What follows belongs to an exercise in optimizing a design on an open flow for small area, a short achievable clock period and few clock cycles; a production flow would make more cautious choices. Function was checked by simulation only, so behaviour that the tests miss may differ from the original. No activity file was given, so power comes from the tool's default toggle rates.

## design.v

```verilog
package alu_pkg;
	localparam int data_width = 8;
	typedef logic [data_width-1:0] alu_word_t;
	typedef logic [$clog2(data_width)-1:0] shamt_t;
	typedef logic [data_width/2-1:0] nibble_t;
	typedef enum logic [3:0] {
		op_nop0  = 4'd0,
		op_add   = 4'd1,
		op_sub   = 4'd2,
		op_rsb   = 4'd3,
		op_mulhi = 4'd4,
		op_nop5  = 4'd5,
		op_nop6  = 4'd6,
		op_nop7  = 4'd7,
		op_nor   = 4'd8,
		op_not   = 4'd9,
		op_nand  = 4'd10,
		op_xnor  = 4'd11,
		op_srl   = 4'd12,
		op_sll   = 4'd13,
		op_ror   = 4'd14,
		op_rol   = 4'd15
	} alu_op_t;
endpackage
package bus_map_pkg;
	localparam int apb_addr_width = 10;
	typedef logic [apb_addr_width-1:0] apb_addr_t;
	localparam int mem_depth = 512;
	localparam apb_addr_t addr_op_a    = 10'h200;
	localparam apb_addr_t addr_op_b    = 10'h201;
	localparam apb_addr_t addr_op_code = 10'h202;
	localparam apb_addr_t addr_result  = 10'h203;
	typedef enum logic [1:0] {
		st_idle,
		st_access,
		st_mem_wait
	} bus_state_t;
endpackage
`timescale 1ns/100ps
module word_ram #(
	parameter int mem_depth = bus_map_pkg::mem_depth
) (
	input  logic                   clk,
	input  logic [$clog2(mem_depth)-1:0] addr,
	input  logic                   wr_en,
	input  alu_pkg::alu_word_t     wdata,
	output alu_pkg::alu_word_t     rdata_lo,
	output alu_pkg::alu_word_t     rdata_hi
);
	localparam int half_depth = mem_depth / 2;
	localparam int half_width = $clog2(half_depth);
	alu_pkg::alu_word_t mem_lo [half_depth];
	alu_pkg::alu_word_t mem_hi [half_depth];
	logic [half_width-1:0] idx;
	assign idx = addr[half_width-1:0];
	always_ff @(posedge clk) begin
		if (wr_en && !addr[half_width]) begin
			mem_lo[idx] <= wdata;
		end
	end
	always_ff @(posedge clk) begin
		if (wr_en && addr[half_width]) begin
			mem_hi[idx] <= wdata;
		end
	end
	assign rdata_lo = mem_lo[idx];
	assign rdata_hi = mem_hi[idx];
endmodule
`timescale 1ns/100ps
module array_multiplier #(
	parameter int nibble_width = alu_pkg::data_width / 2
) (
	input  alu_pkg::nibble_t   mcand,
	input  alu_pkg::nibble_t   mplier,
	output alu_pkg::alu_word_t product
);
	assign product = {{nibble_width{1'b0}}, mcand} * {{nibble_width{1'b0}}, mplier};
endmodule
`timescale 1ns/100ps
module shift_rotate #(
	parameter int data_width = alu_pkg::data_width
) (
	input  alu_pkg::alu_word_t value,
	input  alu_pkg::shamt_t    amount,
	input  logic               to_right,
	input  logic               rotate,
	output alu_pkg::alu_word_t shifted
);
	logic [2*data_width-1:0] dbl_r;
	logic [2*data_width-1:0] dbl_l;
	assign dbl_r = {value, value} >> amount;
	assign dbl_l = {value, value} << amount;
	always_comb begin
		case ({to_right, rotate})
			2'b10:   shifted = value >> amount;
			2'b00:   shifted = value << amount;
			2'b11:   shifted = dbl_r[data_width-1:0];
			default: shifted = dbl_l[2*data_width-1:data_width];
		endcase
	end
endmodule
`timescale 1ns/100ps
module alu_core #(
	parameter int data_width = alu_pkg::data_width
) (
	input  alu_pkg::alu_word_t op_a,
	input  alu_pkg::alu_word_t op_b,
	input  alu_pkg::alu_op_t   op_code,
	output alu_pkg::alu_word_t product,
	output alu_pkg::alu_word_t other,
	output logic               is_mul
);
	localparam int half_width = data_width / 2;
	alu_pkg::alu_word_t sum;
	alu_pkg::alu_word_t diff;
	alu_pkg::alu_word_t rdiff;
	alu_pkg::alu_word_t shifted;
	assign sum   = op_a + op_b;
	assign diff  = op_a - op_b;
	assign rdiff = op_b - op_a;
	array_multiplier #(
		.nibble_width(half_width)
	) i_mul (
		.mcand  (op_a[data_width-1 -: half_width]),
		.mplier (op_b[data_width-1 -: half_width]),
		.product(product)
	);
	shift_rotate #(
		.data_width(data_width)
	) i_shift (
		.value   (op_a),
		.amount  (op_b[$clog2(data_width)-1:0]),
		.to_right(op_code == alu_pkg::op_srl || op_code == alu_pkg::op_ror),
		.rotate  (op_code[1]),
		.shifted (shifted)
	);
	assign is_mul = (op_code == alu_pkg::op_mulhi);
	always_comb begin
		case (op_code)
			alu_pkg::op_add:                 other = sum;
			alu_pkg::op_sub:                 other = diff;
			alu_pkg::op_rsb:                 other = rdiff;
			alu_pkg::op_nor:                 other = ~(op_a | op_b);
			alu_pkg::op_not:                 other = ~op_b;
			alu_pkg::op_nand:                other = ~(op_a & op_b);
			alu_pkg::op_xnor:                other = op_a ~^ op_b;
			alu_pkg::op_srl, alu_pkg::op_sll,
			alu_pkg::op_ror, alu_pkg::op_rol: other = shifted;
			default:                         other = '0;
		endcase
	end
endmodule
`timescale 1ns/100ps
module apb_regs (
	input  logic                   clk,
	input  logic                   rst_n,
	input  logic                   psel,
	input  logic                   penable,
	input  logic                   pwrite,
	input  bus_map_pkg::apb_addr_t paddr,
	input  alu_pkg::alu_word_t     pwdata,
	output alu_pkg::alu_word_t     prdata,
	output logic                   pready,
	output logic                   pslverr,
	output alu_pkg::alu_word_t     op_a,
	output alu_pkg::alu_word_t     op_b,
	output alu_pkg::alu_op_t       op_code,
	input  alu_pkg::alu_word_t     alu_product,
	input  alu_pkg::alu_word_t     alu_other,
	input  logic                   alu_is_mul,
	output logic                   mem_wr,
	input  alu_pkg::alu_word_t     mem_rdata_lo,
	input  alu_pkg::alu_word_t     mem_rdata_hi
);
	logic      hit_mem;
	logic      hit_reg;
	logic      addr_err;
	alu_pkg::alu_word_t reg_rdata;
	alu_pkg::alu_word_t product_q;
	alu_pkg::alu_word_t other_q;
	logic      is_mul_q;
	alu_pkg::alu_word_t result;
	alu_pkg::alu_word_t rd_lo_q;
	alu_pkg::alu_word_t rd_hi_q;
	alu_pkg::alu_word_t rd_reg_q;
	assign hit_mem  = !paddr[9];
	assign hit_reg  = paddr[9] && (paddr[8:2] == '0);
	assign addr_err = paddr[9] && (!hit_reg || (pwrite && paddr[1:0] == 2'd3));
	assign mem_wr = psel && pwrite && hit_mem;
	assign result = is_mul_q ? product_q : other_q;
	always_comb begin
		case (paddr[1:0])
			2'd0: reg_rdata = op_a;
			2'd1: reg_rdata = op_b;
			2'd2: reg_rdata = {4'b0, op_code};
			default: reg_rdata = result;
		endcase
		if (!hit_reg) reg_rdata = '0;
	end
	assign pready = 1'b1;
	always_ff @(posedge clk) begin
		rd_lo_q    <= (hit_mem && !paddr[8]) ? mem_rdata_lo : '0;
		rd_hi_q    <= (hit_mem && paddr[8]) ? mem_rdata_hi : '0;
		rd_reg_q   <= hit_mem ? '0 : reg_rdata;
		pslverr    <= addr_err;
	end
	assign prdata = rd_lo_q | rd_hi_q | rd_reg_q;
	always_ff @(posedge clk) begin
		if (!rst_n) begin
			op_a <= '0;
			op_b <= '0;
			op_code <= alu_pkg::op_nop0;
			product_q <= '0;
			other_q <= '0;
			is_mul_q <= 1'b0;
		end else begin
			if (psel && pwrite && hit_reg && paddr[1:0] == 2'd0) begin
				op_a <= pwdata;
			end
			if (psel && pwrite && hit_reg && paddr[1:0] == 2'd1) begin
				op_b <= pwdata;
			end
			if (psel && pwrite && hit_reg && paddr[1:0] == 2'd2) begin
				op_code <= alu_pkg::alu_op_t'(pwdata[3:0]);
			end
			product_q <= alu_product;
			other_q <= alu_other;
			is_mul_q <= alu_is_mul;
		end
	end
endmodule
`timescale 1ns/100ps
module alu_apb_top #(
	parameter int data_width = alu_pkg::data_width,
	parameter int mem_depth  = bus_map_pkg::mem_depth
) (
	input  logic                   clk,
	input  logic                   rst_n,
	input  logic                   psel,
	input  logic                   penable,
	input  logic                   pwrite,
	input  bus_map_pkg::apb_addr_t paddr,
	input  alu_pkg::alu_word_t     pwdata,
	output alu_pkg::alu_word_t     prdata,
	output logic                   pready,
	output logic                   pslverr
);
	alu_pkg::alu_word_t op_a;
	alu_pkg::alu_word_t op_b;
	alu_pkg::alu_op_t   op_code;
	alu_pkg::alu_word_t alu_product;
	alu_pkg::alu_word_t alu_other;
	logic               alu_is_mul;
	logic                 mem_wr;
	alu_pkg::alu_word_t   mem_rdata_lo;
	alu_pkg::alu_word_t   mem_rdata_hi;
	apb_regs i_regs (
		.clk       (clk),
		.rst_n     (rst_n),
		.psel      (psel),
		.penable   (penable),
		.pwrite    (pwrite),
		.paddr     (paddr),
		.pwdata    (pwdata),
		.prdata    (prdata),
		.pready    (pready),
		.pslverr   (pslverr),
		.op_a      (op_a),
		.op_b      (op_b),
		.op_code   (op_code),
		.alu_product(alu_product),
		.alu_other (alu_other),
		.alu_is_mul(alu_is_mul),
		.mem_wr    (mem_wr),
		.mem_rdata_lo(mem_rdata_lo),
		.mem_rdata_hi(mem_rdata_hi)
	);
	word_ram #(
		.mem_depth(mem_depth)
	) i_ram (
		.clk     (clk),
		.addr    (paddr[8:0]),
		.wr_en   (mem_wr),
		.wdata   (pwdata),
		.rdata_lo(mem_rdata_lo),
		.rdata_hi(mem_rdata_hi)
	);
	alu_core #(
		.data_width(data_width)
	) i_alu (
		.op_a   (op_a),
		.op_b   (op_b),
		.op_code(op_code),
		.product(alu_product),
		.other  (alu_other),
		.is_mul (alu_is_mul)
	);
endmodule
```

## run.sh

```bash
#!/bin/bash
# synth_recipe.tcl (not shown) runs the flow's synth.tcl, then flattens the netlist and writes it again
# the make line also repeats each setting of config.mk as NAME=value (left out here)
make -C /OpenROAD-flow-scripts/flow DESIGN_CONFIG=/design/flow/config.mk WORK_HOME=/design/flow/orfs CLKGATE_MAP_FILE= SYNTH_SCRIPT=/design/flow/synth_recipe.tcl finish
```

## config.mk

```make
export PLATFORM = sky130hd
export DESIGN_NAME = alu_apb_top
export DESIGN_NICKNAME = alu_apb_top
export VERILOG_FILES = /design/flow/design.v
export SDC_FILE = /design/flow/constraint.sdc
export NUM_CORES = 4
export LEC_CHECK = 0
export CAP_MARGIN = 20
export CORE_MARGIN = 2
export CORE_UTILIZATION = 55
export SETUP_SLACK_MARGIN = 4.6
export SLEW_MARGIN = 20
```

## constraint.sdc

```tcl
create_clock -name core_clock -period 8.0 [get_ports {clk}]
set_input_delay 1.6000 -clock core_clock [delete_from_list [all_inputs] [get_ports {clk}]]
set_output_delay 1.6000 -clock core_clock [all_outputs]
set_load 0.01 [all_outputs]
```

==> qor.log, run 1 <==
[logic_synthesis] synthesis warning total 4
[flow_run] max-cap violations 0
[power_and_ir_drop] Logic pwr share 6.0%
[global_route] number of global-route vias before repair 81.9k
[power_and_ir_drop] sequential fraction of design power 52.0%
[sta] unrepaired setup endpoints after global routing yes
[power_and_ir_drop] PnR Total Power 0.0461 W
[logic_synthesis] cell area after synthesis 163000 um^2
[logic_synthesis] library cell occupying the most area in the post-synthesis netlist sky130_fd_sc_hd__edfxtp_1
[detailed_routing] average wire per cell in the routed design 41.7 um
[clocking] CTS Buffer Depth 4
[power_and_ir_drop] Switching Share 21.8%
[floorplan] Die W 548 um
[clocking] CTS Hold Buffers Added 0
[logic_synthesis] Post-Synthesis Mean Instance Area 21.4 um^2
[global_route] total grt overflow 0
[global_route] first-pass GRT wire length 693 mm
[detailed_routing] overall via count from detail_route 85.0k
[setup_path] count of buffering cells on the critical path with inverters included 3
[setup_path] most used cell along the critical path sky130_fd_sc_hd__buf_16
[setup_path] maximum fanout count along the critical path 20
[worst_hold_path] Hold WC Path Type flip-flop to flip-flop
[logic_synthesis] dominant cells by area after synthesis sky130_fd_sc_hd__edfxtp_1 (75%), sky130_fd_sc_hd__mux4_2 (15%), sky130_fd_sc_hd__nor2_1 (1.4%), sky130_fd_sc_hd__mux2i_1 (1.1%), sky130_fd_sc_hd__dfxtp_1 (0.76%)
[clocking] clock-pin slew of the registers on the worst-case setup and hold paths 0.06 ns
[sta] Final Max Slew Viols 0
[power_and_ir_drop] power density of the placed cells 241 nW/um^2
[clocking] cell chosen for the clock root sky130_fd_sc_hd__clkbuf_16
[setup_path] crit start category input pin
[detailed_routing] number of iterations in the first detailed-routing pass 8
[sta] setup-violating endpoint count in the final report 0
[global_route] antenna violations before repair 17
[power_and_ir_drop] Leakage Power 58.6 nW
[sta] transition at the pin with the smallest max-transition slack 1.31 ns
[floorplan] total number of placement rows 199
[detailed_routing] number of DRC violations after detailed-routing iteration 0 13.6k
[logic_synthesis] number of distinct standard cells referenced by the synthesized netlist 81
[sta] total negative slack for setup checks 0 ns
[layout] area of the multi-input gates 41600 um^2
[setup_path] data required time at the worst endpoint 8.79 ns
[floorplan] I/O pins 33
[layout] area of all sequential standard cells 124000 um^2
[detailed_routing] Post-route DRC 0
[sta] Final Hold Vio Count 0
[power_and_ir_drop] cell internal pwr 0.0361 W
[layout] share of post-route cells with drive strength above 1 34.8%
[placement] GPL Wtd Cong 0.936
[power_and_ir_drop] IR drop worst, VDD 0.000255 V
[logic_synthesis] Post-Synthesis Net Count 7671
[setup_path] data arrival time at the worst-slack endpoint 4.43 ns
[placement] detailed placer's ending HPWL 296 mm
[layout] Layout area overhead 17.2%
[logic_synthesis] number of synthesized register bits 4158
[clocking] clk sinks 4158
[setup_path] maximum cell stage delay along the critical path 0.52 ns
[layout] # fillers 19.5k
[sta] period utilization 45.5%
[logic_synthesis] Post-synth EDFFs 4096
[clocking] Inserted Clock Buffers 419
[floorplan] Core Footprint 294000 um^2
[layout] post-layout net count 8072
[floorplan] Die ar. 301000 um^2
[outcome] outcome finished clean
[floorplan] effective utilization at floorplan 55.4%
[detailed_routing] drt total wl 511 mm
[setup_path] family with the most delay on the worst path simple AND/OR/NAND/NOR gates
[setup_path] sort of element at the end of the critical path flip-flop
[logic_synthesis] register area share after synthesis 76.2%
[global_route] aggregate global-route resource usage 34.0%
[floorplan] Die Height 548 um
[sta] worst slew margin relative to its limit 12.5%
[setup_path] critical-path cell list buf_16, buf_16, nor2b_4, a22oi_1, nand3_2, nor2b_1, a2111oi_1, buf_4, and4_1, a31oi_1
[sta] final critical delay including setup and external delays 3.64 ns
[sta] post-route clock skew 0.0489 ns
[logic_synthesis] synthesized netlist cell count 7599
[clocking] Clk Latency, worst-skew pair 0.98 ns
[global_route] maximum number of pins on one net before global-route repair 193
[sta] highest clock rate 275 MHz
[logic_synthesis] share of the synthesized area in the top cell type 75.5%
[clocking] number of levels the H-tree was split into 5
[logic_synthesis] most used flip-flop cell after synthesis sky130_fd_sc_hd__edfxtp_1
[detailed_routing] DRT antenna net count 0
[power_and_ir_drop] net switching power 0.0100 W
[detailed_routing] routed via count divided by cell count 6.93
[power_and_ir_drop] proportion of power drawn by the clock network 42.1%
[setup_path] Critical Setup Path Class input pin to flip-flop
[logic_synthesis] share of flip-flops with an asynchronous set or reset 0%
[placement] # port buffers 30
[setup_path] slowest cell on the critical path sky130_fd_sc_hd__nor2b_4
[clocking] CTS tree built
area by class of cell:
class | instances | share of cell area, %
sequential | 4158 | 65.1
clock buffer | 558 | 6.00
tap | 3919 | 2.57
inverter | 45 | 0.113
clock inverter | 209 | 1.01
antenna | 6 | 0.00786
timing repair buffer | 445 | 3.42
multi-input combinational | 2929 | 21.8
timing repair inverter | 2 | 0.00917
worst paths after layout:
check | cells after the start | end | from | slack [ns]
hold / removal | 2 | i_regs.op_a[0]$_SDFFE_PN0P_ | i_regs.op_a[0]$_SDFFE_PN0P_ | 0.59
hold reg to reg | 2 | i_regs.op_a[0]$_SDFFE_PN0P_ | i_regs.op_a[0]$_SDFFE_PN0P_ | 0.59
setup reg to reg | 9 | i_regs.other_q[7]$_SDFF_PN0_ | i_regs.op_b[2]$_SDFFE_PN0P_ | 4.75
setup / recovery | 10 | i_regs.rd_lo_q[1]$_SDFF_PN0_ | paddr[3] | 4.36
worst min-delay path, delay by kind of cell (launching register included):
kind | cells | cell delay, ns
AOI/OAI and AO/OA | 1 | 0.08
DFF | 1 | 0.39
and+or+nand+nor | 1 | 0.07
power groups by stage:
stage                     registers (W)  clock network (W)  logic, W
after global placement           0.0244                  0   0.00230
final                            0.0239             0.0194   0.00275
after CTS                        0.0239             0.0195   0.00266
after global routing             0.0239             0.0204   0.00279
after detailed placement         0.0244                  0   0.00233
after floorplan                  0.0244                  0   0.00120
sequential cells by signal, indices dropped and copies added, names as in the netlist:
signal	flops
i_ram.mem_lo	2048
i_regs.op_code	4
i_regs.product_q	8
i_regs.op_b	8
i_regs.is_mul_q	1
i_regs.rd_lo_q	8
i_regs.rd_reg_q	8
i_ram.mem_hi	2048
i_regs.op_a	8
i_regs.rd_hi_q	8
i_regs.other_q	8
i_regs.pslverr	1
repair_timing:
item / CTS / global route
cloned: 52 / 9
endpoints found under the setup margin: 4146 / 116
pin swaps: 63 / 17
gates resized for setup: 528 / 78
hold endpoints to repair: 0 / 0
buffers inserted: 121 / 25
Yosys cell counts, drive strengths merged, types with 18 or more instances:
library cell,instances
edfxtp,4096
mux4,1115
nor2,597
buf,299
nand2,208
mux2i,187
clkbuf,170
a22oi,124
a21oi,96
nand3,71
o22ai,70
dfxtp,62
o21ai,48
inv,44
ha,43
a22o,27
a31oi,25
a21boi,22
nor3,21
a221oi,20
and2,20
a211oi,19
nor2b,18
layer usage:
layer,track usage [%],wire (um),up-vias
met5,0.0475,58,-
met4,11.9,22200,8
met3,8.13,58900,881
met2,49.7,228000,5172
met1,51.0,202000,46160
li1,-,-,32766
placed cells by master (no fill, tap or decap), types with 26 or more instances in the layout:
| cell type | count |
|---|---|
| sky130_fd_sc_hd__inv_1 | 41 |
| sky130_fd_sc_hd__buf_12 | 77 |
| sky130_fd_sc_hd__clkbuf_16 | 446 |
| sky130_fd_sc_hd__clkinv_1 | 95 |
| sky130_fd_sc_hd__a22o_1 | 27 |
| sky130_fd_sc_hd__a21oi_1 | 92 |
| sky130_fd_sc_hd__dfxtp_1 | 50 |
| sky130_fd_sc_hd__a22oi_1 | 105 |
| sky130_fd_sc_hd__mux2i_1 | 132 |
| sky130_fd_sc_hd__edfxtp_1 | 4096 |
| sky130_fd_sc_hd__mux2i_2 | 30 |
| sky130_fd_sc_hd__o22ai_1 | 59 |
| sky130_fd_sc_hd__nor2_4 | 500 |
| sky130_fd_sc_hd__mux4_2 | 1115 |
| sky130_fd_sc_hd__buf_8 | 26 |
| sky130_fd_sc_hd__o21ai_0 | 41 |
| sky130_fd_sc_hd__bufbuf_16 | 33 |
| sky130_fd_sc_hd__nand3_1 | 63 |
| sky130_fd_sc_hd__nand2_8 | 27 |
| sky130_fd_sc_hd__buf_4 | 209 |
| sky130_fd_sc_hd__buf_6 | 37 |
| sky130_fd_sc_hd__ha_1 | 43 |
| sky130_fd_sc_hd__buf_16 | 44 |
| sky130_fd_sc_hd__clkbuf_1 | 114 |
| sky130_fd_sc_hd__nand2_1 | 154 |
| sky130_fd_sc_hd__bufinv_16 | 37 |
| sky130_fd_sc_hd__clkinv_2 | 63 |
| sky130_fd_sc_hd__nor2_1 | 73 |
stage by stage:
stage          hold slack [ns]  std cells  cell area, um^2  worst slack [ns]  util (%)
2_1_floorplan            0.495       7599           168000              4.15         -
3_3_place_gp             0.592      11291           172000              2.23      58.3
3_5_place_dp             0.602      11291           172000              2.23      58.3
4_1_cts                  0.610      12231           190000              4.40      64.6
5_1_grt                  0.616      12266           191000              4.41      64.9
6_report                 0.594      12271           191000              4.36      64.9
logic make-up (layout without fill, tap and decap cells):
kind of cell             count (synthesis)  after routing  share of synthesized area (%)
multiplexers                          1316           1316                           16.7
AO/OA/AOI/OAI                          522            522                           2.21
buffers and inverters                  514           1259                           1.73
AND/OR/NAND/NOR                       1022           1024                           2.67
XOR/XNOR                                17             17                         0.0914
adder cells (fa/ha/maj)                 49             49                          0.404
other                                    1              7                        0.00230
flip-flops                            4158           4158                           76.2
Testbench counts, summed over its fixed seeds: cycles 48,000.
==> run 2, diff against run 1 <==
--- a/design.v
+++ b/design.v
@@ -42,29 +42,26 @@
 ) (
 	input  logic                   clk,
 	input  logic [$clog2(mem_depth)-1:0] addr,
+	input  logic [$clog2(mem_depth)-1:0] wr_addr,
 	input  logic                   wr_en,
 	input  alu_pkg::alu_word_t     wdata,
-	output alu_pkg::alu_word_t     rdata_lo,
-	output alu_pkg::alu_word_t     rdata_hi
+	output logic [3:0][7:0]       rdata
 );
-	localparam int half_depth = mem_depth / 2;
-	localparam int half_width = $clog2(half_depth);
-	alu_pkg::alu_word_t mem_lo [half_depth];
-	alu_pkg::alu_word_t mem_hi [half_depth];
-	logic [half_width-1:0] idx;
-	assign idx = addr[half_width-1:0];
-	always_ff @(posedge clk) begin
-		if (wr_en && !addr[half_width]) begin
-			mem_lo[idx] <= wdata;
-		end
-	end
-	always_ff @(posedge clk) begin
-		if (wr_en && addr[half_width]) begin
-			mem_hi[idx] <= wdata;
+	localparam int part_depth = mem_depth / 4;
+	localparam int part_width = $clog2(part_depth);
+	logic [part_width-1:0] idx;
+	logic [part_width-1:0] wr_idx;
+	assign idx = addr[part_width-1:0];
+	assign wr_idx = wr_addr[part_width-1:0];
+	for (genvar p = 0; p < 4; p++) begin : g_part
+		alu_pkg::alu_word_t mem [part_depth];
+		always_ff @(posedge clk) begin
+			if (wr_en && wr_addr[part_width +: 2] == p) begin
+				mem[wr_idx] <= wdata;
+			end
 		end
+		assign rdata[p] = mem[idx];
 	end
-	assign rdata_lo = mem_lo[idx];
-	assign rdata_hi = mem_hi[idx];
 endmodule
 `timescale 1ns/100ps
 module array_multiplier #(
@@ -169,8 +166,9 @@
 	input  alu_pkg::alu_word_t     alu_other,
 	input  logic                   alu_is_mul,
 	output logic                   mem_wr,
-	input  alu_pkg::alu_word_t     mem_rdata_lo,
-	input  alu_pkg::alu_word_t     mem_rdata_hi
+	output logic [8:0]             mem_waddr,
+	output alu_pkg::alu_word_t     mem_wdata,
+	input  logic [3:0][7:0]       mem_rdata
 );
 	logic      hit_mem;
 	logic      hit_reg;
@@ -180,13 +178,16 @@
 	alu_pkg::alu_word_t other_q;
 	logic      is_mul_q;
 	alu_pkg::alu_word_t result;
-	alu_pkg::alu_word_t rd_lo_q;
-	alu_pkg::alu_word_t rd_hi_q;
+	logic [3:0][7:0] rd_mem_q;
 	alu_pkg::alu_word_t rd_reg_q;
 	assign hit_mem  = !paddr[9];
 	assign hit_reg  = paddr[9] && (paddr[8:2] == '0);
 	assign addr_err = paddr[9] && (!hit_reg || (pwrite && paddr[1:0] == 2'd3));
-	assign mem_wr = psel && pwrite && hit_mem;
+	always_ff @(posedge clk) begin
+		mem_wr    <= psel && pwrite && hit_mem;
+		mem_waddr <= paddr[8:0];
+		mem_wdata <= pwdata;
+	end
 	assign result = is_mul_q ? product_q : other_q;
 	always_comb begin
 		case (paddr[1:0])
@@ -199,12 +200,18 @@
 	end
 	assign pready = 1'b1;
 	always_ff @(posedge clk) begin
-		rd_lo_q    <= (hit_mem && !paddr[8]) ? mem_rdata_lo : '0;
-		rd_hi_q    <= (hit_mem && paddr[8]) ? mem_rdata_hi : '0;
+		for (int p = 0; p < 4; p++) begin
+			rd_mem_q[p] <= (hit_mem && paddr[8:7] == p) ? mem_rdata[p] : '0;
+		end
 		rd_reg_q   <= hit_mem ? '0 : reg_rdata;
 		pslverr    <= addr_err;
 	end
-	assign prdata = rd_lo_q | rd_hi_q | rd_reg_q;
+	always_comb begin
+		prdata = rd_reg_q;
+		for (int p = 0; p < 4; p++) begin
+			prdata = prdata | rd_mem_q[p];
+		end
+	end
 	always_ff @(posedge clk) begin
 		if (!rst_n) begin
 			op_a <= '0;
@@ -252,8 +259,9 @@
 	alu_pkg::alu_word_t alu_other;
 	logic               alu_is_mul;
 	logic                 mem_wr;
-	alu_pkg::alu_word_t   mem_rdata_lo;
-	alu_pkg::alu_word_t   mem_rdata_hi;
+	logic [8:0]           mem_waddr;
+	alu_pkg::alu_word_t   mem_wdata;
+	logic [3:0][7:0]      mem_rdata;
 	apb_regs i_regs (
 		.clk       (clk),
 		.rst_n     (rst_n),
@@ -272,18 +280,19 @@
 		.alu_other (alu_other),
 		.alu_is_mul(alu_is_mul),
 		.mem_wr    (mem_wr),
-		.mem_rdata_lo(mem_rdata_lo),
-		.mem_rdata_hi(mem_rdata_hi)
+		.mem_waddr (mem_waddr),
+		.mem_wdata (mem_wdata),
+		.mem_rdata (mem_rdata)
 	);
 	word_ram #(
 		.mem_depth(mem_depth)
 	) i_ram (
 		.clk     (clk),
 		.addr    (paddr[8:0]),
+		.wr_addr (mem_waddr),
 		.wr_en   (mem_wr),
-		.wdata   (pwdata),
-		.rdata_lo(mem_rdata_lo),
-		.rdata_hi(mem_rdata_hi)
+		.wdata   (mem_wdata),
+		.rdata   (mem_rdata)
 	);
 	alu_core #(
 		.data_width(data_width)
==> qor.log, run 2 <==
[logic_synthesis] cell area after synthesis 165000 um^2
[power_and_ir_drop] proportion of power drawn by the clock network 42.3%
[logic_synthesis] Post-Synthesis Net Count 8283
[logic_synthesis] number of distinct standard cells referenced by the synthesized netlist 73
[logic_synthesis] Post-Synthesis Mean Instance Area 20.1 um^2
[detailed_routing] overall via count from detail_route 85.5k
[logic_synthesis] dominant cells by area after synthesis sky130_fd_sc_hd__edfxtp_1 (74%), sky130_fd_sc_hd__mux4_2 (12%), sky130_fd_sc_hd__mux2i_1 (3.5%), sky130_fd_sc_hd__nor2_1 (1.5%), sky130_fd_sc_hd__dfxtp_1 (1.2%)
[detailed_routing] routed via count divided by cell count 6.68
[sta] highest clock rate 273 MHz
[clocking] Clk Latency, worst-skew pair 0.99 ns
[setup_path] Critical Setup Path Class input pin to flip-flop
[layout] commonest non-fill, non-tap cell in the layout sky130_fd_sc_hd__edfxtp_1
[logic_synthesis] library cell occupying the most area in the post-synthesis netlist sky130_fd_sc_hd__edfxtp_1
[global_route] first-pass GRT wire length 668 mm
[logic_synthesis] most used flip-flop cell after synthesis sky130_fd_sc_hd__edfxtp_1
[setup_path] maximum fanout count along the critical path 64
[sta] final critical delay including setup and external delays 3.67 ns
[layout] # fillers 20.9k
[setup_path] data arrival time at the worst-slack endpoint 4.46 ns
[logic_synthesis] most frequently used cell type in the post-synthesis netlist sky130_fd_sc_hd__edfxtp_1
[sta] worst slew margin relative to its limit 11.8%
[detailed_routing] DRT antenna net count 0
[layout] registers with the most flip-flops i_ram.g_part.mem x4096, i_regs.rd_mem_q x32, i_regs.mem_waddr x9
[placement] Post-Place Setup Slack 2.31 ns
[placement] # port buffers 30
[sta] setup-violating endpoint count in the final report 0
[global_route] antenna violations before repair 30
[logic_synthesis] number of synthesized register bits 4192
[power_and_ir_drop] Logic pwr share 5.6%
[floorplan] effective utilization at floorplan 55.2%
[power_and_ir_drop] net switching power 0.0102 W
[layout] share of post-route cells with drive strength above 1 23.6%
[logic_synthesis] share of flip-flops with an asynchronous set or reset 0%
[sta] post-route clock skew 0.0563 ns
[clocking] cell chosen for the clock root sky130_fd_sc_hd__clkbuf_16
[detailed_routing] Post-route DRC 0
[sta] worst setup margin 4.33 ns
[flow_run] max-cap violations 0
[layout] number of cells in the finished layout apart from fillers 12.8k
[setup_path] sort of element at the end of the critical path flip-flop
[setup_path] data required time at the worst endpoint 8.80 ns
[detailed_routing] drt total wl 487 mm
[global_route] number of global-route vias before repair 83.1k
[global_route] total grt overflow 0
[clocking] clock-pin slew of the registers on the worst-case setup and hold paths 0.06 ns
[detailed_routing] average wire per cell in the routed design 38.1 um
[clocking] Inserted Clock Buffers 426
[layout] post-layout instance area 186000 um^2
[clocking] CTS tree built
[layout] area of all sequential standard cells 125000 um^2
[global_route] maximum number of pins on one net before global-route repair 196
[clocking] CTS Buffer Depth 4
[clocking] CTS Hold Buffers Added 0
[clocking] clk sinks 4192
[detailed_routing] number of iterations in the first detailed-routing pass 6
[floorplan] I/O pins 33
[worst_hold_path] Hold WC Path Type flip-flop to flip-flop
[placement] detailed placer's ending HPWL 297 mm
[power_and_ir_drop] Leakage Power 58.7 nW
[floorplan] Die ar. 305000 um^2
[layout] area of the multi-input gates 38400 um^2
[floorplan] Core Footprint 299000 um^2
[sta] period utilization 45.8%
[power_and_ir_drop] Switching Share 22.1%
[sta] total negative slack for setup checks 0 ns
[global_route] aggregate global-route resource usage 31.7%
[layout] largest reg by FF count i_ram.g_part.mem
[power_and_ir_drop] IR drop worst, VDD 0.000193 V
[placement] GPL Wtd Cong 0.922
[setup_path] crit start category input pin
[layout] Layout area overhead 12.6%
[clocking] number of levels the H-tree was split into 5
[logic_synthesis] synthesized netlist cell count 8211
[power_and_ir_drop] sequential fraction of design power 52.1%
[placement] placement-stage cell area 170000 um^2
[sta] unrepaired setup endpoints after global routing yes
[sta] WHS 0.594 ns
[sta] Final Hold Vio Count 0
[detailed_routing] number of DRC violations after detailed-routing iteration 0 12.5k
[logic_synthesis] Post-synth EDFFs 4096
[logic_synthesis] synthesis warning total 4
[logic_synthesis] register area share after synthesis 75.6%
[sta] Final Max Slew Viols 0
[floorplan] Die W 552 um
[power_and_ir_drop] cell internal pwr 0.0361 W
[floorplan] total number of placement rows 201
[outcome] outcome finished clean
[logic_synthesis] share of the synthesized area in the top cell type 74.4%
[layout] number of flip-flops under the largest register name 4096
[layout] commonest cells after routing, fill and taps aside sky130_fd_sc_hd__edfxtp_1 (4096), sky130_fd_sc_hd__mux4_2 (880), sky130_fd_sc_hd__mux2i_1 (551)
[floorplan] Die Height 552 um
[placement] total placed cells including tap cells 11.9k
[sta] transition at the pin with the smallest max-transition slack 1.32 ns
[layout] post-layout net count 8526
[power_and_ir_drop] power density of the placed cells 249 nW/um^2
[logic_synthesis] Commonest cells post-synth sky130_fd_sc_hd__edfxtp_1 (4096), sky130_fd_sc_hd__mux4_2 (880), sky130_fd_sc_hd__nor2_1 (639), sky130_fd_sc_hd__mux2i_1 (570), sky130_fd_sc_hd__nand2_1 (300)
run 2: cell types whose count changed after synthesis, sizes merged, moves of 36 or more:
cell / previous run / this run
mux4: 1115 / 895
nand2: 208 / 300
buf: 299 / 346
mux2i: 187 / 570
o21ai: 48 / 109
nor2: 597 / 642
a21oi: 96 / 147
o22ai: 70 / 106
run 2: cell type report:
type / count / area share (%)
sequential: 4192 / 67.2
clock inverter: 246 / 1.28
multi-input combinational: 3498 / 20.6
timing repair buffer: 299 / 2.16
tap: 3958 / 2.66
clock buffer: 538 / 6.03
antenna: 18 / 0.0242
inverter: 37 / 0.0773
run 2: power by group through the flow:
stage / combinational, W / sequential [W] / clock, W
3_5_place_dp: 0.00232 / 0.0246 / 0
6_report: 0.00258 / 0.0242 / 0.0196
2_1_floorplan: 0.00117 / 0.0248 / 0
4_1_cts: 0.00252 / 0.0242 / 0.0198
5_1_grt: 0.00263 / 0.0241 / 0.0206
3_3_place_gp: 0.00229 / 0.0246 / 0
run 2: critical path: stages:
cell                       delay [ns]
sky130_fd_sc_hd__clkbuf_8        0.26
sky130_fd_sc_hd__buf_16          0.32
sky130_fd_sc_hd__nor2b_2         0.69
sky130_fd_sc_hd__buf_4           0.34
sky130_fd_sc_hd__a22oi_1         0.27
sky130_fd_sc_hd__a21oi_2         0.53
sky130_fd_sc_hd__o22ai_1         0.24
run 2: layer usage:
metal,vias to the layer above,global-route usage [%],part of all wire [%]
met2,4710,48.4,46
met5,-,0,0.015
li1,34283,-,-
met1,45632,44.6,38
met3,833,7.26,11
met4,10,12.8,4.7
run 2: path summary, 6_finish.rpt:
path	end	startpoint	cells after the start	slack, ns
max	i_regs.rd_mem_q[18]$_SDFF_PN0_	paddr[4]	7	4.33
min	i_ram.g_part[3].mem[49][3]$_DFFE_PP_	i_regs.mem_wdata[3]$_DFF_P_	0	0.59
max reg2reg	i_ram.g_part[3].mem[67][7]$_DFFE_PP_	i_regs.mem_waddr[1]$_DFF_P_	3	4.46
min reg2reg	i_ram.g_part[3].mem[49][3]$_DFFE_PP_	i_regs.mem_wdata[3]$_DFF_P_	0	0.59
run 2: kinds of logic (layout without fill, tap and decap cells):
logic type | Yosys count | after routing | synth area share (%)
other cells | 1 | 19 | 0.00227
xor+xnor | 23 | 23 | 0.122
compound gates | 762 | 762 | 3.04
mux | 1486 | 1486 | 15.8
simple gates | 1175 | 1177 | 2.98
buf+inv | 523 | 1120 | 2.03
fa+ha+maj | 49 | 49 | 0.398
flops | 4192 | 4192 | 75.6
run 2: through the flow:
stage / total power, W / util [%]
floorplan: 0.0259 / -
global placement: 0.0269 / 56.6
detailed placement: 0.0269 / 56.6
CTS: 0.0464 / 62.0
global route: 0.0474 / 62.2
finish: 0.0463 / 62.2
run 2: repair_timing:
action / CTS / global route
pin swaps: 26 / 7
cloned: 28 / 1
resized for setup: 352 / 106
hold endpoints to repair: 0 / 0
endpoints found under the setup margin: 511 / 395
setup buffers: 26 / 7
Testbench counts of run 2, summed over its fixed seeds: cycles 48,000.
==> run 3, diff against run 2 <==
--- a/config.mk
+++ b/config.mk
@@ -8,5 +8,7 @@
 export CAP_MARGIN = 20
 export CORE_MARGIN = 2
 export CORE_UTILIZATION = 55
+export CTS_CLUSTER_DIAMETER = 80
+export CTS_CLUSTER_SIZE = 22
 export SETUP_SLACK_MARGIN = 4.6
 export SLEW_MARGIN = 20
==> qor.log, run 3 <==
[logic_synthesis] register area share after synthesis 75.6%
[global_route] antenna violations before repair 21
[clocking] number of levels the H-tree was split into 4
[sta] unrepaired setup endpoints after global routing yes
[clocking] CTS Hold Buffers Added 0
[sta] Final Max Slew Viols 0
[detailed_routing] overall via count from detail_route 83.9k
[logic_synthesis] Post-synth EDFFs 4096
[global_route] aggregate global-route resource usage 31.3%
[clocking] CTS tree built
[sta] setup-violating endpoint count in the final report 0
[power_and_ir_drop] Leakage Power 55.3 nW
[logic_synthesis] share of flip-flops with an asynchronous set or reset 0%
[sta] final critical delay including setup and external delays 3.55 ns
[layout] number of flip-flops under the largest register name 4096
[sta] worst slew margin relative to its limit 17.3%
[clocking] clk sinks 4192
[floorplan] I/O pins 33
[logic_synthesis] Commonest cells post-synth sky130_fd_sc_hd__edfxtp_1 (4096), sky130_fd_sc_hd__mux4_2 (880), sky130_fd_sc_hd__nor2_1 (639), sky130_fd_sc_hd__mux2i_1 (570), sky130_fd_sc_hd__nand2_1 (300)
[clocking] Inserted Clock Buffers 218
[logic_synthesis] number of distinct standard cells referenced by the synthesized netlist 73
[global_route] number of global-route vias before repair 81.0k
[logic_synthesis] number of synthesized register bits 4192
[detailed_routing] average wire per cell in the routed design 39.1 um
[clocking] CTS Buffer Depth 4
[sta] transition at the pin with the smallest max-transition slack 1.24 ns
[layout] Layout area overhead 8.36%
[outcome] outcome finished clean
[logic_synthesis] Post-Synthesis Net Count 8283
[layout] registers with the most flip-flops i_ram.g_part.mem x4096, i_regs.rd_mem_q x32, i_regs.mem_waddr x9
[global_route] first-pass GRT wire length 659 mm
[setup_path] launch point of the worst path i_regs.mem_waddr[4]$_DFF_P_
[layout] commonest cells after routing, fill and taps aside sky130_fd_sc_hd__edfxtp_1 (4096), sky130_fd_sc_hd__mux4_2 (880), sky130_fd_sc_hd__mux2i_1 (550)
[clocking] cell chosen for the clock root sky130_fd_sc_hd__clkbuf_16
[logic_synthesis] most frequently used cell type in the post-synthesis netlist sky130_fd_sc_hd__edfxtp_1
[layout] post-layout net count 8348
[floorplan] Die ar. 305000 um^2
[floorplan] effective utilization at floorplan 55.2%
[layout] largest reg by FF count i_ram.g_part.mem
[logic_synthesis] synthesis warning total 4
[logic_synthesis] share of the synthesized area in the top cell type 74.4%
[sta] post-route clock skew 0.0644 ns
[power_and_ir_drop] power density of the placed cells 216 nW/um^2
[clocking] clock-pin slew of the registers on the worst-case setup and hold paths 0.09 ns
[logic_synthesis] Post-Synthesis Mean Instance Area 20.1 um^2
[logic_synthesis] synthesized netlist cell count 8211
[logic_synthesis] library cell occupying the most area in the post-synthesis netlist sky130_fd_sc_hd__edfxtp_1
[clocking] Clk Latency, worst-skew pair 0.96 ns
[detailed_routing] drt total wl 482 mm
[setup_path] data arrival time at the worst-slack endpoint 4.12 ns
[worst_hold_path] min-delay src i_regs.mem_wdata[3]$_DFF_P_
[power_and_ir_drop] IR drop worst, VDD 0.000205 V
[floorplan] Core Footprint 299000 um^2
[placement] detailed placer's ending HPWL 297 mm
[flow_run] max-cap violations 0
[detailed_routing] number of iterations in the first detailed-routing pass 6
[sta] highest clock rate 282 MHz
[logic_synthesis] cell area after synthesis 165000 um^2
[setup_path] maximum fanout count along the critical path 8
[detailed_routing] number of DRC violations after detailed-routing iteration 0 12.5k
[detailed_routing] Met3 Wirelength 48.3 mm
[global_route] total grt overflow 0
[sta] total negative slack for setup checks 0 ns
[placement] GPL Wtd Cong 0.922
[setup_path] data required time at the worst endpoint 8.57 ns
[detailed_routing] routed via count divided by cell count 6.81
[setup_path] launching point of the worst reg2reg path i_regs.mem_waddr[4]$_DFF_P_
[floorplan] Die Height 552 um
[detailed_routing] DRT antenna net count 0
[worst_hold_path] Hold WC Path Type flip-flop to flip-flop
[sta] WHS 0.581 ns
[sta] Final Hold Vio Count 0
[floorplan] Die W 552 um
[layout] share of post-route cells with drive strength above 1 21.1%
[setup_path] Critical Setup Path Class flip-flop to flip-flop
[detailed_routing] highest metal layer used by the detailed router met5
[placement] # port buffers 30
[detailed_routing] met2 wire length 224 mm
[setup_path] crit start category flip-flop
[sta] period utilization 44.3%
[layout] commonest non-fill, non-tap cell in the layout sky130_fd_sc_hd__edfxtp_1
[logic_synthesis] dominant cells by area after synthesis sky130_fd_sc_hd__edfxtp_1 (74%), sky130_fd_sc_hd__mux4_2 (12%), sky130_fd_sc_hd__mux2i_1 (3.5%), sky130_fd_sc_hd__nor2_1 (1.5%), sky130_fd_sc_hd__dfxtp_1 (1.2%)
[logic_synthesis] most used flip-flop cell after synthesis sky130_fd_sc_hd__edfxtp_1
[global_route] maximum number of pins on one net before global-route repair 196
[detailed_routing] Post-route DRC 0
[setup_path] sort of element at the end of the critical path flip-flop
[floorplan] total number of placement rows 201
[detailed_routing] detailed-route wire length on metal 1 189 mm
## run 3: through the flow
step	cell area (um^2)	setup slack (ns)	instances	util (%)	total power (W)
floorplan	165000	4.55	8211	-	0.0259
global placement	169000	2.37	11915	56.6	0.0269
detailed placement	170000	2.31	11917	56.6	0.0269
CTS	178000	4.41	12273	59.5	0.0387
global route	179000	4.50	12318	59.8	0.0396
finish	179000	4.45	12325	59.8	0.0387
## run 3: cell families after synthesis
group	after synthesis	share of synthesized area, %
flip-flops	4192	75.6
multiplexers	1486	15.8
AND/OR/NAND/NOR	1175	2.98
AO/OA/AOI/OAI	762	3.04
buffers and inverters	523	2.03
adder cells (fa/ha/maj)	49	0.398
XOR/XNOR	23	0.122
other	1	0.00227
## run 3: area by class of cell
type                       count  area, um^2
fill                       21517      120000
multi-input combinational   3498       38400
clock inverter                20         209
antenna                       10        25.0
tap                         3958        4950
sequential                  4192      125000
inverter                      37         144
timing repair buffer         329        4520
clock buffer                 281        5840
## run 3: worst max-delay path, stage by stage, from the launching register on
cell and delay (ns):
sky130_fd_sc_hd__dfxtp_1 0.48, sky130_fd_sc_hd__nand2b_1 0.36, sky130_fd_sc_hd__nor2_1 0.77, sky130_fd_sc_hd__nand2_1 0.69
sky130_fd_sc_hd__nor2_1 0.87
## run 3: worst paths after layout
| kind | end | slack, ns | cells past startpoint |
|---|---|---|---|
| max | i_ram.g_part[3].mem[84][0]$_DFFE_PP_ | 4.45 | 4 |
| min | i_ram.g_part[3].mem[49][3]$_DFFE_PP_ | 0.58 | 0 |
| max reg2reg | i_ram.g_part[3].mem[84][0]$_DFFE_PP_ | 4.45 | 4 |
| min reg2reg | i_ram.g_part[3].mem[49][3]$_DFFE_PP_ | 0.58 | 0 |
## run 3: report_power, final
| part | switching, W | internal [W] | leakage (nW) | total (W) |
|---|---|---|---|---|
| logic | 0.00175 | 0.000863 | 14.7 | 0.00261 |
| clock network | 0.00687 | 0.00515 | 2.94 | 0.0120 |
| registers | 0.0000452 | 0.0241 | 37.6 | 0.0241 |
| total | 0.00866 | 0.0301 | 55.3 | 0.0387 |
## run 3: what timing repair did
item,4_1_cts,5_1_grt
buffers inserted,27,26
pin swaps,30,14
endpoints found under the setup margin,493,341
gates resized for setup,368,106
gates cloned,28,7
## run 3: metal layers
layer	vias to the layer above	track usage, %
li1	33539	-
met1	45254	44.7
met2	4429	48.1
met3	712	6.39
met4	8	12.0
met5	-	0
==> run 4, diff against run 3 <==
--- a/config.mk
+++ b/config.mk
@@ -7,7 +7,7 @@
 export LEC_CHECK = 0
 export CAP_MARGIN = 20
 export CORE_MARGIN = 2
-export CORE_UTILIZATION = 55
+export CORE_UTILIZATION = 62
 export CTS_CLUSTER_DIAMETER = 80
 export CTS_CLUSTER_SIZE = 22
 export SETUP_SLACK_MARGIN = 4.6
==> qor.log, run 4 <==
[layout] registers with the most flip-flops i_ram.g_part.mem x4096, i_regs.rd_mem_q x32, i_regs.mem_waddr x9
[power_and_ir_drop] Switching Share 22.1%
[power_and_ir_drop] power density of the placed cells 217 nW/um^2
[clocking] Inserted Clock Buffers 218
[detailed_routing] overall via count from detail_route 85.0k
[floorplan] effective utilization at floorplan 62.3%
[layout] area of the multi-input gates 38400 um^2
[worst_hold_path] Hold WC Path Type flip-flop to flip-flop
[detailed_routing] DRT antenna net count 0
[detailed_routing] number of DRC violations after detailed-routing iteration 0 13.3k
[detailed_routing] drt total wl 480 mm
[sta] period utilization 45.4%
[logic_synthesis] synthesized netlist cell count 8211
[clocking] cell chosen for the clock root sky130_fd_sc_hd__clkbuf_16
[global_route] antenna violations before repair 31
[setup_path] sort of element at the end of the critical path flip-flop
[sta] Final Max Slew Viols 0
[sta] total negative slack for setup checks 0 ns
[placement] GPL Wtd Cong 0.922
[clocking] clk sinks 4192
[layout] post-layout net count 8352
[layout] # fillers 17.2k
[sta] highest clock rate 275 MHz
[layout] largest reg by FF count i_ram.g_part.mem
[sta] post-route clock skew 0.0492 ns
[logic_synthesis] most used flip-flop cell after synthesis sky130_fd_sc_hd__edfxtp_1
[power_and_ir_drop] PnR Total Power 0.0386 W
[floorplan] Die W 520 um
[logic_synthesis] adder-cell share of the synthesized area 0.398%
[floorplan] Die ar. 271000 um^2
[setup_path] Critical Setup Path Class flip-flop to flip-flop
[placement] Post-Place Setup Slack 2.17 ns
[layout] number of cells in the finished layout apart from fillers 11.9k
[global_route] aggregate global-route resource usage 35.5%
[setup_path] family with the most delay on the worst path simple AND/OR/NAND/NOR gates
[logic_synthesis] number of distinct standard cells referenced by the synthesized netlist 73
[layout] commonest cells after routing, fill and taps aside sky130_fd_sc_hd__edfxtp_1 (4096), sky130_fd_sc_hd__mux4_2 (880), sky130_fd_sc_hd__nor2_1 (577)
[power_and_ir_drop] sequential fraction of design power 62.4%
[floorplan] total number of placement rows 189
[layout] Layout area overhead 7.91%
[sta] WHS 0.552 ns
[clocking] clock-pin slew of the registers on the worst-case setup and hold paths 0.09 ns
[setup_path] crit start category flip-flop
[placement] # port buffers 30
[power_and_ir_drop] Leakage Power 55.1 nW
[setup_path] slowest cell on the critical path sky130_fd_sc_hd__nor2_1
[logic_synthesis] main combinational cell family by area after synthesis multiplexers
[global_route] first-pass GRT wire length 656 mm
[logic_synthesis] number of synthesized register bits 4192
[logic_synthesis] share of flip-flops with an asynchronous set or reset 0%
[global_route] number of global-route vias before repair 81.4k
[setup_path] data required time at the worst endpoint 8.56 ns
[logic_synthesis] dominant cells by area after synthesis sky130_fd_sc_hd__edfxtp_1 (74%), sky130_fd_sc_hd__mux4_2 (12%), sky130_fd_sc_hd__mux2i_1 (3.5%), sky130_fd_sc_hd__nor2_1 (1.5%), sky130_fd_sc_hd__dfxtp_1 (1.2%)
[logic_synthesis] compound-gate portion of the synthesized area 3.04%
[logic_synthesis] cell area after synthesis 165000 um^2
[clocking] CTS Buffer Depth 4
[logic_synthesis] post-synthesis simple-gate area fraction 2.98%
[sta] unrepaired setup endpoints after global routing yes
[power_and_ir_drop] proportion of power drawn by the clock network 30.8%
[placement] total placed cells including tap cells 11.5k
[clocking] Clk Latency, worst-skew pair 0.94 ns
[setup_path] critical-path cell list and3b_2, buf_4, nand2_1, nor2_1
[layout] commonest non-fill, non-tap cell in the layout sky130_fd_sc_hd__edfxtp_1
[setup_path] data arrival time at the worst-slack endpoint 4.19 ns
[global_route] maximum number of pins on one net before global-route repair 214
[power_and_ir_drop] cell internal pwr 0.0301 W
[setup_path] maximum cell stage delay along the critical path 0.99 ns
[sta] worst slew margin relative to its limit 8.57%
[sta] worst setup margin 4.37 ns
[power_and_ir_drop] Logic pwr share 6.8%
[global_route] total grt overflow 0
[sta] final critical delay including setup and external delays 3.63 ns
[logic_synthesis] mux share of post-synthesis cell area 15.8%
[detailed_routing] routed via count divided by cell count 7.13
[detailed_routing] average wire per cell in the routed design 40.3 um
[clocking] CTS Hold Buffers Added 0
[clocking] CTS tree built
[layout] area of all sequential standard cells 125000 um^2
[setup_path] count of buffering cells on the critical path with inverters included 1
[placement] detailed placer's ending HPWL 298 mm
[layout] share of post-route cells with drive strength above 1 20.7%
[sta] transition at the pin with the smallest max-transition slack 1.37 ns
[logic_synthesis] register area share after synthesis 75.6%
[floorplan] Die Height 520 um
[layout] number of flip-flops under the largest register name 4096
[logic_synthesis] most frequently used cell type in the post-synthesis netlist sky130_fd_sc_hd__edfxtp_1
[logic_synthesis] Post-synth EDFFs 4096
[setup_path] maximum fanout count along the critical path 10
[logic_synthesis] synthesis warning total 4
[flow_run] max-cap violations 0
[logic_synthesis] Post-Synthesis Mean Instance Area 20.1 um^2
[logic_synthesis] xor/xnor share of the synthesized area 0.122%
[logic_synthesis] library cell occupying the most area in the post-synthesis netlist sky130_fd_sc_hd__edfxtp_1
[detailed_routing] number of iterations in the first detailed-routing pass 5
[sta] setup-violating endpoint count in the final report 0
[clocking] number of levels the H-tree was split into 4
[logic_synthesis] Commonest cells post-synth sky130_fd_sc_hd__edfxtp_1 (4096), sky130_fd_sc_hd__mux4_2 (880), sky130_fd_sc_hd__nor2_1 (639), sky130_fd_sc_hd__mux2i_1 (570), sky130_fd_sc_hd__nand2_1 (300)
[setup_path] Worst R2R Setup Slack 4.37 ns
[logic_synthesis] share of the synthesized area in the top cell type 74.4%
[power_and_ir_drop] IR drop worst, VDD 0.000232 V
[detailed_routing] Post-route DRC 0
[floorplan] Core Footprint 265000 um^2
[outcome] outcome finished clean
[power_and_ir_drop] net switching power 0.00853 W
[sta] Final Hold Vio Count 0
[floorplan] I/O pins 33
[logic_synthesis] Post-Synthesis Net Count 8283
-- run 4: cell count changes in the layout (fill, tap and decap cells not counted), moves of 9 or more --
| cell | before | now |
|---|---|---|
| sky130_fd_sc_hd__nor2_1 | 522 | 577 |
| sky130_fd_sc_hd__nor2_2 | 102 | 53 |
| sky130_fd_sc_hd__o21ai_2 | 6 | 15 |
| sky130_fd_sc_hd__mux2i_1 | 550 | 541 |
| sky130_fd_sc_hd__clkbuf_1 | 53 | 72 |
| sky130_fd_sc_hd__buf_4 | 174 | 183 |
-- run 4: per-stage QoR --
stage | area [um^2] | util, %
CTS | 178000 | 67.0
floorplan | 165000 | -
detailed placement | 169000 | 63.8
global placement | 169000 | 63.8
finish | 178000 | 67.3
global route | 178000 | 67.3
-- run 4: path summary, 6_finish.rpt --
kind / startpoint / cells past startpoint / endpoint
max reg2reg: i_regs.mem_waddr[1]$_DFF_P_ / 4 / i_ram.g_part[3].mem[83][0]$_DFFE_PP_
min: i_regs.mem_wdata[4]$_DFF_P_ / 0 / i_ram.g_part[0].mem[59][4]$_DFFE_PP_
max: i_regs.mem_waddr[1]$_DFF_P_ / 4 / i_ram.g_part[3].mem[83][0]$_DFFE_PP_
min reg2reg: i_regs.mem_wdata[4]$_DFF_P_ / 0 / i_ram.g_part[0].mem[59][4]$_DFFE_PP_
-- run 4: what timing repair did --
action / in CTS / in global routing
endpoints found under the setup margin: 670 / 332
resized for setup: 387 / 100
setup buffers: 29 / 20
pin swaps: 25 / 7
cloned: 24 / 3
hold endpoints to repair: 0 / 0
-- run 4: logic make-up (layout without fill, tap and decap cells) --
kind of cell	after synthesis	count (layout)
flops	4192	4192
mux	1486	1486
simple gates	1175	1176
compound gates	762	762
buf+inv	523	682
fa+ha+maj	49	49
xor+xnor	23	23
other cells	1	17
-- run 4: cell type report --
| cell class | count | share of cell area, % |
|---|---|---|
| clock inverter | 15 | 0.0779 |
| antenna | 16 | 0.0225 |
| tap | 3533 | 2.48 |
| multi-input combinational | 3497 | 21.5 |
| sequential | 4192 | 70.1 |
| inverter | 37 | 0.0793 |
| timing repair buffer | 334 | 2.42 |
| clock buffer | 296 | 3.29 |
-- run 4: power groups by stage --
stage                     sequential [W]  combinational (W)  clock (W)
after floorplan                   0.0248            0.00117          0
after global placement            0.0246            0.00230          0
after detailed placement          0.0246            0.00234          0
after CTS                         0.0241            0.00254     0.0119
after global routing              0.0241            0.00267     0.0126
final                             0.0241            0.00263     0.0119
-- run 4: layer usage --
layer  vias to the layer above  GRT usage (%)  wire length (um)
met2                      5165           52.3            218000
met5                         -              0               242
met1                     45391           51.8            184000
met3                       825           8.74             55900
met4                        18           14.3             22100
li1                      33570              -                 -
==> run 5, diff against run 4 <==
--- a/config.mk
+++ b/config.mk
@@ -7,8 +7,8 @@
 export LEC_CHECK = 0
 export CAP_MARGIN = 20
 export CORE_MARGIN = 2
-export CORE_UTILIZATION = 62
-export CTS_CLUSTER_DIAMETER = 80
-export CTS_CLUSTER_SIZE = 22
+export CORE_UTILIZATION = 55
+export CTS_CLUSTER_DIAMETER = 90
+export CTS_CLUSTER_SIZE = 26
 export SETUP_SLACK_MARGIN = 4.6
 export SLEW_MARGIN = 20
==> qor.log, run 5 <==
[logic_synthesis] most frequently used cell type in the post-synthesis netlist sky130_fd_sc_hd__edfxtp_1
[placement] detailed placer's ending HPWL 297 mm
[logic_synthesis] synthesized netlist cell count 8211
[worst_hold_path] Hold WC Path Type flip-flop to flip-flop
[floorplan] total number of placement rows 201
[flow_run] max-cap violations 0
[detailed_routing] overall via count from detail_route 83.4k
[floorplan] Die ar. 305000 um^2
[clocking] CTS Hold Buffers Added 0
[logic_synthesis] number of synthesized register bits 4192
[logic_synthesis] Post-Synthesis Net Count 8283
[layout] # fillers 21.6k
[global_route] number of global-route vias before repair 80.5k
[setup_path] critical-path cell list buf_12, buf_8, mux4_2, mux2i_2, a21oi_1, o21ai_0, nor3_1, a21oi_1, o22ai_1
[layout] commonest non-fill, non-tap cell in the layout sky130_fd_sc_hd__edfxtp_1
[sta] Final Max Slew Viols 0
[logic_synthesis] share of the synthesized area in the top cell type 74.4%
[setup_path] launching point of the worst reg2reg path i_regs.mem_waddr[2]$_DFF_P_
[detailed_routing] Post-route DRC 0
[logic_synthesis] Post-Synthesis Mean Instance Area 20.1 um^2
[sta] total negative slack for setup checks 0 ns
[clocking] CTS Buffer Depth 4
[detailed_routing] DRT antenna net count 0
[clocking] CTS tree built
[sta] unrepaired setup endpoints after global routing yes
[layout] number of flip-flops under the largest register name 4096
[clocking] Clk Latency, worst-skew pair 0.94 ns
[logic_synthesis] dominant cells by area after synthesis sky130_fd_sc_hd__edfxtp_1 (74%), sky130_fd_sc_hd__mux4_2 (12%), sky130_fd_sc_hd__mux2i_1 (3.5%), sky130_fd_sc_hd__nor2_1 (1.5%), sky130_fd_sc_hd__dfxtp_1 (1.2%)
[setup_path] launch point of the worst path paddr[2]
[floorplan] effective utilization at floorplan 55.2%
[layout] post-layout net count 8298
[floorplan] Die W 552 um
[logic_synthesis] synthesis warning total 4
[placement] placement-stage cell area 170000 um^2
[layout] Layout area overhead 7.56%
[logic_synthesis] most used flip-flop cell after synthesis sky130_fd_sc_hd__edfxtp_1
[worst_hold_path] count of cells along the worst hold path 0
[detailed_routing] drt total wl 480 mm
[placement] GPL Wtd Cong 0.922
[detailed_routing] average wire per cell in the routed design 39.2 um
[sta] worst slew margin relative to its limit 17.4%
[setup_path] data required time at the worst endpoint 8.78 ns
[setup_path] slowest cell on the critical path sky130_fd_sc_hd__mux2i_2
[clocking] Inserted Clock Buffers 187
[setup_path] crit start category input pin
[power_and_ir_drop] IR drop worst, VDD 0.000222 V
[placement] # port buffers 30
[global_route] first-pass GRT wire length 655 mm
[setup_path] Worst R2R Setup Slack 4.46 ns
[logic_synthesis] library cell occupying the most area in the post-synthesis netlist sky130_fd_sc_hd__edfxtp_1
[sta] post-route clock skew 0.0515 ns
[global_route] total grt overflow 0
[global_route] aggregate global-route resource usage 31.1%
[worst_hold_path] Hold Path End i_ram.g_part[3].mem[52][3]$_DFFE_PP_
[logic_synthesis] cell area after synthesis 165000 um^2
[power_and_ir_drop] power density of the placed cells 213 nW/um^2
[sta] highest clock rate 272 MHz
[detailed_routing] routed via count divided by cell count 6.81
[layout] post-layout instance area 178000 um^2
[clocking] clk sinks 4192
[setup_path] Critical Setup Path Class input pin to flip-flop
[power_and_ir_drop] Switching Share 22.4%
[power_and_ir_drop] PnR Total Power 0.0378 W
[power_and_ir_drop] cell internal pwr 0.0294 W
[floorplan] Core Footprint 299000 um^2
[floorplan] I/O pins 33
[setup_path] family with the most delay on the worst path multiplexers
[layout] commonest cells after routing, fill and taps aside sky130_fd_sc_hd__edfxtp_1 (4096), sky130_fd_sc_hd__mux4_2 (880), sky130_fd_sc_hd__mux2i_1 (550)
[layout] largest reg by FF count i_ram.g_part.mem
[logic_synthesis] Commonest cells post-synth sky130_fd_sc_hd__edfxtp_1 (4096), sky130_fd_sc_hd__mux4_2 (880), sky130_fd_sc_hd__nor2_1 (639), sky130_fd_sc_hd__mux2i_1 (570), sky130_fd_sc_hd__nand2_1 (300)
[sta] setup-violating endpoint count in the final report 0
[sta] final critical delay including setup and external delays 3.68 ns
[clocking] number of levels the H-tree was split into 4
[layout] registers with the most flip-flops i_ram.g_part.mem x4096, i_regs.rd_mem_q x32, i_regs.mem_waddr x9
[power_and_ir_drop] net switching power 0.00845 W
[sta] worst setup margin 4.32 ns
[clocking] clock-pin slew of the registers on the worst-case setup and hold paths 0.10 ns
[outcome] outcome finished clean
[setup_path] maximum fanout count along the critical path 36
[sta] Final Hold Vio Count 0
[setup_path] sort of element at the end of the critical path flip-flop
[power_and_ir_drop] sequential fraction of design power 63.8%
[logic_synthesis] Post-synth EDFFs 4096
[clocking] cell chosen for the clock root sky130_fd_sc_hd__clkbuf_16
[layout] share of post-route cells with drive strength above 1 20.8%
[logic_synthesis] number of distinct standard cells referenced by the synthesized netlist 73
[placement] Post-Place Setup Slack 2.31 ns
[power_and_ir_drop] Logic pwr share 6.8%
[setup_path] maximum cell stage delay along the critical path 0.56 ns
[layout] final design utilization 59.4%
[setup_path] Worst Reg2Reg Path Length in Cells 4
[setup_path] count of buffering cells on the critical path with inverters included 2
[worst_hold_path] min-delay src i_regs.mem_wdata[3]$_DFF_P_
[setup_path] Crit Reg-Reg Endpoint i_ram.g_part[0].mem[4][7]$_DFFE_PP_
[sta] transition at the pin with the smallest max-transition slack 1.24 ns
[detailed_routing] number of iterations in the first detailed-routing pass 9
[setup_path] data arrival time at the worst-slack endpoint 4.46 ns
[setup_path] most used cell along the critical path sky130_fd_sc_hd__a21oi_1
[sta] period utilization 46.0%
[global_route] maximum number of pins on one net before global-route repair 196
[global_route] antenna violations before repair 21
[floorplan] Die Height 552 um
[power_and_ir_drop] Leakage Power 54.6 nW
[logic_synthesis] register area share after synthesis 75.6%
[power_and_ir_drop] proportion of power drawn by the clock network 29.4%
[logic_synthesis] share of flip-flops with an asynchronous set or reset 0%
[detailed_routing] number of DRC violations after detailed-routing iteration 0 12.4k
## run 5: cell count changes in the layout (fill, tap and decap cells not counted), moves of 10 or more
cell,delta
sky130_fd_sc_hd__clkbuf_16,-27
sky130_fd_sc_hd__o21ai_0,+11
sky130_fd_sc_hd__buf_4,-15
sky130_fd_sc_hd__nor2_2,+67
sky130_fd_sc_hd__o21ai_2,-10
sky130_fd_sc_hd__clkbuf_1,-33
sky130_fd_sc_hd__nor2_1,-72
## run 5: worst reg2reg max path, cell delays in order (launching register included)
cell and delay [ns]:
sky130_fd_sc_hd__dfxtp_1 0.49, sky130_fd_sc_hd__nor3b_2 0.59, sky130_fd_sc_hd__buf_4 0.54, sky130_fd_sc_hd__nand2_1 0.57
sky130_fd_sc_hd__nor2_1 0.95
## run 5: per-stage QoR
stage               cells  hold WS [ns]
global placement    11915         0.579
CTS                 12205         0.590
detailed placement  11917         0.586
floorplan            8211         0.522
global route        12249         0.596
finish              12257         0.585
## run 5: cell families after synthesis
family	count (synthesis)	share of synthesized area [%]
buf+inv	523	2.03
mux	1486	15.8
simple gates	1175	2.98
compound gates	762	3.04
flops	4192	75.6
other cells	1	0.00227
fa+ha+maj	49	0.398
xor+xnor	23	0.122
## run 5: worst max-delay path by stage
| stage | endpoint | slack, ns | depth (start not counted) |
|---|---|---|---|
| 3_3_place_gp | i_regs.rd_mem_q[7]$_SDFF_PN0_ | 2.37 | 8 |
| 2_1_floorplan | i_regs.rd_mem_q[25]$_SDFF_PN0_ | 4.55 | 9 |
| 3_5_place_dp | i_regs.rd_mem_q[11]$_SDFF_PN0_ | 2.31 | 7 |
| 5_1_grt | i_regs.rd_mem_q[20]$_SDFF_PN0_ | 4.46 | 9 |
| 6_report | i_regs.rd_mem_q[18]$_SDFF_PN0_ | 4.32 | 9 |
| 4_1_cts | i_regs.rd_mem_q[11]$_SDFF_PN0_ | 4.31 | 7 |
## run 5: repair_timing
item,in CTS,in global routing
setup buffers,16,26
pin swaps,23,9
gates cloned,21,8
endpoints found under the hold margin,0,0
endpoints found under the setup margin,508,437
resized for setup,339,122
## run 5: layout make-up
class	instances	area (um^2)	share of cell area, %
well taps	3958	4950	2.79
flip-flops and latches	4192	125000	70.3
clock buffers	230	4930	2.77
diodes	11	27.5	0.0155
multi-input cells	3499	38400	21.6
inverters	37	144	0.0810
clock inverters	21	229	0.129
repair buffers	309	4090	2.30
## run 5: layer usage
metal,wire length (um),GRT usage (%),vias to the layer above
li1,-,-,33415
met1,187000,44.2,44921
met2,223000,48.0,4372
met3,48800,6.48,701
met4,20900,11.5,6
met5,31,0,-
## run 5: power groups by stage
stage          registers (W)  clock network [W]  logic [W]
2_1_floorplan         0.0248                  0    0.00117
3_3_place_gp          0.0246                  0    0.00229
3_5_place_dp          0.0246                  0    0.00232
4_1_cts               0.0241             0.0112    0.00248
5_1_grt               0.0241             0.0119    0.00263
6_report              0.0241             0.0111    0.00257

==> port drivers added, routing unchanged <==
How much do the figures lean on ideal ports? The routed layouts below were timed once more, with nothing changed but the port constraints. Step 1, drivers: a clkbuf_16 drives clk and a buf_2 each remaining input, both assumed. Step 2 moves the port delays by t, midway between the first and last clock arrival at a register: inputs arrive t later, outputs are due t later. That takes back most of the time a late clock gives input paths. a / b / c = no drivers / after step 1 / after step 2; a / b = the first two.
| run | shift t [ns] | setup WS [ns] | latest minus earliest clock arrival (ns) |
|---|---|---|---|
| run 1 | 1.054 | 4.358 / 3.833 / 2.779 | 0.052 / 0.052 |
| run 2 | 1.060 | 4.334 / 4.114 / 3.054 | 0.056 / 0.056 |
| run 3 | 1.034 | 4.452 / 4.231 / 3.196 | 0.066 / 0.065 |
| run 4 | 1.019 | 4.367 / 4.195 / 3.176 | 0.049 / 0.050 |
| run 5 | 1.012 | 4.320 / 4.155 / 3.143 | 0.058 / 0.058 |
After both steps every run listed still meets setup and hold. The setup slack of run 1, which loses most, moves by -0.525 ns with the drivers and by -1.579 ns with both steps.
